Source: an optimization exercise on an open RTL-to-GDS flow (aim: small area). Production flows keep margins and buffers that such runs may drop.
In this exercise RTL edits were held to simulation tests only and were not proved equivalent to the original.
Power figures rest on the tool's default switching activity, not on a simulated workload.

==> flow/design.v (excerpt) <==
module ts_pes_reassembler_core
(
    input  logic                clk,
    input  logic                rst_n,
    input  logic                ts_valid,
    output logic                ts_stall,
    input  logic [7:0]   ts_byte,
    output logic                pes_valid,
    input  logic                pes_stall,
    output logic [7:0]   pes_byte,
    output logic                pes_end,
    output logic [7:0]   pes_stream_id,
    output logic [15:0]         pes_total_length
);
Size: ~350 cells after synthesis, about 4100 µm² of cells after synthesis.
==> flow/config.mk <==
export PLATFORM = sky130hd
export DESIGN_NAME = ts_pes_reassembler_core
export DESIGN_NICKNAME = ts_pes_reassembler_core
export VERILOG_FILES = /design/flow/design.v
export SDC_FILE = /design/flow/constraint.sdc
export NUM_CORES = 4
export LEC_CHECK = 0
export CAP_MARGIN = 0
export CELL_PAD_IN_SITES_DETAIL_PLACEMENT = 0
export CELL_PAD_IN_SITES_GLOBAL_PLACEMENT = 0
export CORE_MARGIN = 2
export CORE_UTILIZATION = 60
export CTS_BUF_LIST = sky130_fd_sc_hd__clkbuf_8
export GPL_TIMING_DRIVEN = 0
export PLACE_DENSITY = 0.75
export SLEW_MARGIN = 0
==> flow/constraint.sdc <==
create_clock -name core_clock -period 6.5 [get_ports {clk}]
set_input_delay 1.3000 -clock core_clock [delete_from_list [all_inputs] [get_ports {clk}]]
set_output_delay 1.3000 -clock core_clock [all_outputs]
set_load 0.01 [all_outputs]
standard.sh (not shown) runs the stock make flow with config.mk's settings and CLKGATE_MAP_FILE= SYNTH_SCRIPT=/design/flow/synth_recipe.tcl, a recipe that flattens the netlist after the stock synthesis.
==> flow/flow/run.sh <==
#!/bin/bash
# The standard layout, with two changes: after floorplan the combinational
# logic is re-mapped for area by OpenROAD's restructure, and the ports are
# buffered by the smallest buffer (sky130_fd_sc_hd__buf_1). TritonCTS runs
# without dummy loads.
set -euo pipefail
here=$(pwd)
mkdir -p "$here/rsz"
python3 flow/liberty_keep.py "$FLOW_HOME/platforms/sky130hd/lib/sky130_fd_sc_hd__tt_025C_1v80.lib" \
    "$here/rsz/keep.lib" \
    "sky130_fd_sc_hd__probe_p_8 sky130_fd_sc_hd__probec_p_8 sky130_fd_sc_hd__lpflow_*" \
    > liberty_keep.log 2>&1
export RSZ_LIB="$here/rsz/keep.lib"
export RSZ_DIR="$here/rsz"
bash standard.sh "POST_FLOORPLAN_TCL=$here/flow/restructure.tcl" \
    "BUFFER_PORTS_ARGS=-buffer_cell sky130_fd_sc_hd__buf_1" \
    "CTS_ARGS=-sink_clustering_enable -repair_clock_nets -buf_list sky130_fd_sc_hd__clkbuf_8 -dont_use_dummy_load" finish > flow_make.log 2>&1
==> flow/flow/liberty_keep.py <==
# Writes a copy of a liberty file without the cells the platform marks
# don't-use, for OpenROAD's restructure (its ABC run ignores set_dont_use).
# usage: python3 liberty_keep.py IN.lib OUT.lib "pattern pattern ..."
import fnmatch
import re
import sys

src, dst, pats = sys.argv[1], sys.argv[2], sys.argv[3].split()
text = open(src).read()
out = []
pos = 0
for m in re.finditer(r'\n(\s*)cell\s*\(\s*"?([\w]+)"?\s*\)\s*\{', text):
    if m.start() < pos:
        continue
    name = m.group(2)
    # find the end of this cell group by brace matching
    depth = 0
    i = m.end() - 1
    while True:
        c = text[i]
        if c == '{':
            depth += 1
        elif c == '}':
            depth -= 1
            if depth == 0:
                break
        i += 1
    if any(fnmatch.fnmatch(name, p) for p in pats):
        out.append(text[pos:m.start()])
        pos = i + 1
out.append(text[pos:])
open(dst, 'w').write(''.join(out))
==> flow/flow/restructure.tcl <==
# Re-map the combinational logic for area with OpenROAD's restructure (ABC),
# after floorplan and before placement. Registers are left as they are.
restructure -target area \
    -liberty_file $::env(RSZ_LIB) \
    -tielo_port sky130_fd_sc_hd__conb_1/LO \
    -tiehi_port sky130_fd_sc_hd__conb_1/HI \
    -work_dir $::env(RSZ_DIR) \
    -abc_logfile $::env(RSZ_DIR)/abc.log
report_design_area
The baseline passed the timing, DRC and antenna checks.
==> next run, changes <==
--- a/flow/flow/run.sh
+++ b/flow/flow/run.sh
@@ -3,4 +3,3 @@
 # logic is re-mapped for area by OpenROAD's restructure, and the ports are
-# buffered by the smallest buffer (sky130_fd_sc_hd__buf_1). TritonCTS runs
-# without dummy loads.
+# buffered by the smallest buffer (sky130_fd_sc_hd__buf_1).
 set -euo pipefail
@@ -16,2 +15,2 @@
     "BUFFER_PORTS_ARGS=-buffer_cell sky130_fd_sc_hd__buf_1" \
-    "CTS_ARGS=-sink_clustering_enable -repair_clock_nets -buf_list sky130_fd_sc_hd__clkbuf_8 -dont_use_dummy_load" finish > flow_make.log 2>&1
+    "CTS_ARGS=-sink_clustering_enable -repair_clock_nets -buf_list sky130_fd_sc_hd__clkbuf_8 -sink_clustering_size 50 -sink_clustering_max_diameter 200 -dont_use_dummy_load" finish > flow_make.log 2>&1
What happened: The new run ran to the end with no violations. Area after synthesis is unchanged. Design area is unchanged. Worst hold slack does not change. Total power is unchanged. Core utilization is unchanged. Routed wire length is unchanged. Non-clock buffer count stays the same.
==> next run, changes <==
--- a/flow/flow/run.sh
+++ b/flow/flow/run.sh
@@ -15,2 +15,2 @@
     "BUFFER_PORTS_ARGS=-buffer_cell sky130_fd_sc_hd__buf_1" \
-    "CTS_ARGS=-sink_clustering_enable -repair_clock_nets -buf_list sky130_fd_sc_hd__clkbuf_8 -sink_clustering_size 50 -sink_clustering_max_diameter 200 -dont_use_dummy_load" finish > flow_make.log 2>&1
+    "CTS_ARGS=-sink_clustering_enable -repair_clock_nets -buf_list sky130_fd_sc_hd__clkbuf_16 -root_buf sky130_fd_sc_hd__clkbuf_16 -sink_clustering_size 100 -sink_clustering_max_diameter 500 -sink_buffer_max_cap_derate 1.0 -dont_use_dummy_load" finish > flow_make.log 2>&1
Effect: The changed run completed with no timing, DRC or antenna violations. Register-to-register slack loses 0.10 ns. Combinational power is about the same. Power is higher by about 8%. Area after synthesis is unchanged. Die area does not change. Wire length is higher by 1.3%. Setup slack loses 0.12 ns. Flip-flop and latch count is unchanged.
==> next run, changes <==
--- a/flow/flow/run.sh
+++ b/flow/flow/run.sh
@@ -15,2 +15,2 @@
     "BUFFER_PORTS_ARGS=-buffer_cell sky130_fd_sc_hd__buf_1" \
-    "CTS_ARGS=-sink_clustering_enable -repair_clock_nets -buf_list sky130_fd_sc_hd__clkbuf_16 -root_buf sky130_fd_sc_hd__clkbuf_16 -sink_clustering_size 100 -sink_clustering_max_diameter 500 -sink_buffer_max_cap_derate 1.0 -dont_use_dummy_load" finish > flow_make.log 2>&1
+    "CTS_ARGS=-repair_clock_nets -buf_list sky130_fd_sc_hd__clkbuf_8 -dont_use_dummy_load" finish > flow_make.log 2>&1
Result: Synthesized cell count stays the same; design area falls by about 2.3%; count of clock-buffer cells in the layout does not change; global-route usage went down by 0.34 points; die area does not change; register-to-register slack improves by 0.10 ns; synthesized area stays the same; critical path depth stays the same; combinational power hardly moves.

[static timing again, ports no longer ideal]
The results above use ideal ports. As a check the final layouts listed here were re-extracted and re-timed, cells and wires unchanged.
Step 1, drivers: a clkbuf_16 drives clk and a buf_2 each remaining input, both assumed.
Step 2 times the ports against the registers' clock, not the clock port: input delays grow and output delays shrink by t, the midpoint of the rising clock arrivals with the driver on.
Slacks: ideal / step 1 / step 2; pairs: ideal / step 1.
run	shift t [ns]	setup slack, ns	worst setup path at the end	worst slew at a driven data input, ns
the first run	0.365	1.086 / 1.091 / 0.725	input to register	0.03
the second run	0.365	1.086 / 1.091 / 0.725	input to register	0.03
the third run	0.355	0.964 / 0.968 / 0.613	input to register	0.04
the fourth run	0.365	1.086 / 1.091 / 0.725	input to register	0.03
After both steps every run listed still meets setup and hold.
